Context: an optimization exercise on an open-source flow, tuned for small area, a short achievable clock period and few clock cycles per item. The choices shown serve that exercise and are no tape-out recipe. Only simulation tests tie the RTL to the original design; equivalence was not proved. Power figures rest on the tool's default switching activity, not on a simulated workload.

==> flow/design.v (outline; a module is shown in full before it is edited, if it fits) <==
// module butterfly_pipe_unit: 1761 lines
module butterfly_pipe_unit #(
    parameter int unsigned WIDTH         = 16,
    parameter int unsigned FRACTION_BITS = 14,
    parameter int unsigned TAG_WIDTH     = 5
) (
    input  logic                 CLK,
    input  logic                 RST,
    input  logic                 in_valid,
    output logic                 in_ready,
    input  logic [WIDTH-1:0]     in_1_real,
    input  logic [WIDTH-1:0]     in_1_imag,
    input  logic [WIDTH-1:0]     in_2_real,
    input  logic [WIDTH-1:0]     in_2_imag,
    input  logic [WIDTH-1:0]     twiddle_real,
    input  logic [WIDTH-1:0]     twiddle_imag,
    input  logic [TAG_WIDTH-1:0] in_tag,
    input  logic                 mode_inverse,
    input  logic                 scale_half,
    output logic                 out_valid,
    input  logic                 out_ready,
    output logic [WIDTH-1:0]     even_real,
    output logic [WIDTH-1:0]     even_imag,
    output logic [WIDTH-1:0]     odd_real,
    output logic [WIDTH-1:0]     odd_imag,
    output logic [TAG_WIDTH-1:0] out_tag,
    output logic                 ovf_flag,
    input  logic                 ovf_clear
);
  // ...
==> flow/flow/run.sh <==
#!/bin/bash
set -e
bash standard.sh SETUP_SLACK_MARGIN=${FLOW_MARGIN:-6.3} \
  "BUFFER_PORTS_ARGS=-buffer_cell sky130_fd_sc_hd__buf_1" finish > standard.log 2>&1
==> flow/standard.sh <==
#!/bin/bash
# synth_recipe.tcl (not shown) runs the flow's synth.tcl, then flattens the netlist and writes it again
# the make line also repeats each setting of config.mk as NAME=value (left out here)
make -C /OpenROAD-flow-scripts/flow DESIGN_CONFIG=/design/flow/config.mk WORK_HOME=/design/flow/orfs CLKGATE_MAP_FILE= SYNTH_SCRIPT=/design/flow/synth_recipe.tcl "${@:-finish}"
==> flow/config.mk <==
export PLATFORM = sky130hd
export DESIGN_NAME = butterfly_pipe_unit
export DESIGN_NICKNAME = butterfly_pipe_unit
export VERILOG_FILES = /design/flow/design.v
export SDC_FILE = /design/flow/constraint.sdc
export NUM_CORES = 4
export LEC_CHECK = 0
export ABC_CLOCK_PERIOD_IN_PS = 3000
export CAP_MARGIN = 20
export CORE_MARGIN = 2
export CORE_UTILIZATION = 55
export PLACE_DENSITY = 0.72
export SETUP_SLACK_MARGIN = 5
export SLEW_MARGIN = 20
==> flow/constraint.sdc <==
create_clock -name core_clock -period 10.0 [get_ports {CLK}]
set_input_delay 2.0000 -clock core_clock [delete_from_list [all_inputs] [get_ports {CLK}]]
set_output_delay 2.0000 -clock core_clock [all_outputs]
set_load 0.01 [all_outputs]
==> results_dict.tcl, run 1 <==
set metrics [dict create \
    synthTopCellsByCount "edfxtp_1, xnor2_1, fa_1" \
    maxPowerGroup "combinational logic" \
    powerSeq_w 0.00521 \
    wl_met1_um 52100 \
    place_ws_ns 5.75 \
    seq_cells 610 \
    crit_cells 9 \
    tightest_slew_ns 1.16 \
    grt_pass1_wl_um 206000 \
    power.leakage_nw 21.3 \
    viasPerCell 6.19 \
    seq_area_um2 18300 \
    power_density_nw_per_um2 401 \
    synth.area.top_cells "edfxtp_1, fa_1, xnor2_1" \
    path_common_cell "fa_1" \
    wl_met3_um 13400 \
    syn_inst 4209 \
    status "complete, no violations" \
    post_drt_wl_per_cell_um 24.4 \
    cp-startpoint "b1r_q[4]" \
    ys_warn_count 1 \
    synth_area_um2 49600 \
    p_comb_frac 0.640 \
    min_period_over_period 0.365 \
    grt_max_degree 175 \
    holdWs_ns 0.417 \
    critPathKind "flip-flop to flip-flop" \
    nMultiInputCombCells 2785 \
    synth_cell_types 84 \
]
Testbench counts, summed over its fixed seeds: cycles 16,032, items 16,000.
==> inputs of run 2 (changes only) <==
==> flow/flow/run.sh (replaced) <==
#!/bin/bash
set -e
bash standard.sh SETUP_SLACK_MARGIN=${FLOW_MARGIN:-6.65} \
  "BUFFER_PORTS_ARGS=-buffer_cell sky130_fd_sc_hd__buf_1" finish > standard.log 2>&1
==> results_dict.tcl, run 2 <==
set metrics [dict create \
    crit_chain "buf_6 > clkbuf_16 > a22oi_2 > xor2_2 > fa_1 > fa_2 > fa_1 > inv_1 > fa_1" \
    setup_tns_ns 0 \
    synth_seq_cells 610 \
    synth_most_common_cell "edfxtp_1" \
    rows 110 \
    min_path_type "flip-flop to flip-flop" \
    synthAdderAreaFrac 0.255 \
    critical_path.endpoint "cs2i_q[46]" \
    start_util 0.553 \
    cts_tree "done" \
    drt_first_pass_iters 7 \
    grt_usage 0.303 \
    synthTopCellsByCount "edfxtp_1, xnor2_1, fa_1" \
    gp_congestion 0.914 \
    rsz0062_at_grt "true" \
    drive_gt1_frac 0.183 \
    synth-simple-area-share 0.0419 \
    start_kind "flip-flop" \
    clock_skew_ns 0.0408 \
    rrSetupSlack_ns 6.51 \
    path_common_cell "fa_1" \
    top_regs "cs2i_q: 91 flops, cs2r_q: 91 flops, skid_q: 70 flops" \
    synth_ff_type "edfxtp_1" \
    finalWirelength_um 143000 \
    timing.rr.start "dr1_two_q[0]" \
    syn_avg_cell_area_um2 11.8 \
    ant_nets 0 \
    routed.top_layer "met5" \
    hpwl_um 89800 \
    arrival_ns 3.86 \
    die-area_um2 92600 \
    port_buffers 179 \
    min_period_over_period 0.349 \
    drv_slew 0 \
    clockBufferDepth 3 \
    max-slew-margin-rel 0.363 \
    cts_buffers 70 \
    cts-root-buf "clkbuf_16" \
    reg2regPathDepth 9 \
    drt_iter0_markers 4275 \
    post_drt_wl_per_cell_um 25.6 \
    fin_ws_ns 6.51 \
    grt_pass1_wl_um 214000 \
    multi_input_area_um2 30200 \
    synth_top_family_by_area "adder cells" \
    cts_sinks 610 \
    grt_max_degree 79 \
    yosys.area.top_type "edfxtp_1" \
    maxCapViolCount 0 \
    final.fill_count 6601 \
    synth_compound_area_frac 0.131 \
    cpMaxStageDelayCell "fa_1" \
    clock_latency_ns 0.65 \
    syn2layout_area_growth_pct 16.2 \
    total_power_w 0.0230 \
    fmax_mhz 286 \
    met2WireLength_um 64600 \
    crit_path_end_kind "flip-flop" \
    hold_violations 0 \
    final_common_cell "edfxtp_1" \
    die_w_um 304 \
    pin_count 180 \
    crit_required_ns 10.37 \
    yosysSeqAreaShare 0.368 \
    final_cell_mix "edfxtp_1, xnor2_1, inv_1, fa_1, a22oi_1" \
    synth_cell_types 84 \
    max_stage_delay_ns 0.51 \
    synth_mux_area_frac 0.0264 \
    reg2reg_to "cs2i_q[46]" \
    synth-edff-count 603 \
    critPathKind "flip-flop to flip-flop" \
    cp-startpoint "dr1_two_q[0]" \
    fp.coreArea_um2 89700 \
    syn_nets 5015 \
    seq_area_um2 18300 \
    synth-xor-area-share 0.115 \
    clkTransAtPathRegs_ns 0.06 \
    power_density_nw_per_um2 400 \
    post-place-cells 5343 \
    antenna_found_initial 4 \
    viasPerCell 6.29 \
    wl_met1_um 53200 \
    vias 35191 \
    grt_pass1_vias 36023 \
    ir_drop_mv 0.236 \
    syn_inst 4209 \
    wl_met3_um 16100 \
    place_ws_ns 5.78 \
    synth_area_um2 49600 \
    nNetsFinal 5168 \
    async_reset_ff_frac 0 \
    crit_fanout 7 \
    status "complete, no violations" \
    synth_top_area_frac 0.365 \
    grt-ovfl-total 0 \
    drc 0 \
    instances_no_fill 5596 \
    setup_violations 0 \
    power.leakage_nw 22.4 \
    h-tree-depth 3 \
    layout_min_cycle_time_ns 3.49 \
    die-height_um 304 \
    ys_warn_count 1 \
    tightest_slew_ns 0.956 \
    ctsHoldBuffers 0 \
    synth.area.top_cells "edfxtp_1, fa_1, xnor2_1" \
]
[run 2: cell counts after synthesis]
Identical to the previous run, type by type.
[run 2: logic make-up (layout without fill, tap and decap cells)]
family,after synthesis,in the layout
flip-flops,610,610
XOR/XNOR,650,650
other,0,3
buffers and inverters,814,1020
multiplexers,119,119
AND/OR/NAND/NOR,409,410
adder cells (fa/ha/maj),698,698
AO/OA/AOI/OAI,909,910
[run 2: layout make-up]
class,instances,share of cell area
clock buffers,83,0.0320
inverters,501,0.0343
flip-flops and latches,610,0.317
repair buffers,392,0.0595
multi-input cells,2787,0.523
diodes,3,0.000130
well taps,1176,0.0255
clock inverters,44,0.00860
[run 2: how the worst min path moves through the flow]
| stage | from | to | slack (ns) | cells after the start |
|---|---|---|---|---|
| floorplan | tag1_q[0] | tag2_q[0] | 0.40 | 0 |
| global placement | tag2_q[3] | tag3_q[3] | 0.40 | 0 |
| detailed placement | tag1_q[3] | tag2_q[3] | 0.40 | 0 |
| CTS | tag2_q[0] | tag3_q[0] | 0.42 | 0 |
| global route | tag2_q[0] | tag3_q[0] | 0.42 | 0 |
| finish | tag2_q[0] | tag3_q[0] | 0.42 | 0 |
[run 2: stage by stage]
step / hold WS [ns] / cell area [um^2] / utilization
2_1_floorplan: 0.400 / 49800 / -
3_3_place_gp: 0.403 / 51300 / 0.571
3_5_place_dp: 0.405 / 51300 / 0.571
4_1_cts: 0.417 / 56000 / 0.624
5_1_grt: 0.422 / 57600 / 0.642
6_report: 0.418 / 57600 / 0.642
[run 2: where the power goes]
part           internal [W]  leakage (nW)  switching, W
clock network       0.00154          1.14       0.00109
logic               0.00670          15.0       0.00846
registers           0.00482          6.34      0.000422
total                0.0131          22.4       0.00998
[run 2: layer usage]
metal,track usage,vias up
met1,0.393,17217
met4,0.167,2
met5,0,-
met3,0.0760,692
li1,-,14861
met2,0.468,2419
[run 2: what timing repair did]
item,CTS,global route
cloned,14,5
setup endpoints to repair,423,319
gates resized for setup,321,305
buffers inserted,70,34
pin swaps,95,143
[run 2: critical path: cells and delay by family (launching register included)]
kind	cells	cell delay (ns)
xor gates and xnor gates	1	0.24
adders and majority gates	4	1.86
buffers and inverters	3	0.41
DFF	1	0.48
AOI/OAI and AO/OA	1	0.22

[port drivers added, routing unchanged]
The flow's constraints put no driver on any port. The routed layouts listed below were extracted and timed again, unchanged, in two steps.
Step 1 (the two cells are an assumption about what drives the block):
set clk [get_ports {CLK}]
set_driving_cell -lib_cell sky130_fd_sc_hd__clkbuf_16 $clk
set_driving_cell -lib_cell sky130_fd_sc_hd__buf_2 [delete_from_list [all_inputs] $clk]
Step 2, shift: input delay + t, output delay - t, t = (earliest + latest rising clock arrival at the registers) / 2. This alone moves slack from input paths to output paths.
Three values: ideal, step 1, step 2; two values: the first two.
| run | t, ns | slack for setup (ns) | latest minus earliest clock arrival (ns) | worst register clock-pin slew, ns | worst data-port slew with drivers (ns) |
|---|---|---|---|---|---|
| run 1 | 0.726 | 6.347 / 6.347 / 5.844 | 0.037 / 0.037 | 0.07 / 0.07 | 0.08 |
| run 2 | 0.693 | 6.506 / 6.506 / 6.149 | 0.041 / 0.041 | 0.06 / 0.06 | 0.16 |
After both steps every run listed still meets setup and hold. For run 1, which loses most, drivers alone change the setup slack by 0.000 ns; drivers and shift together by -0.503 ns.
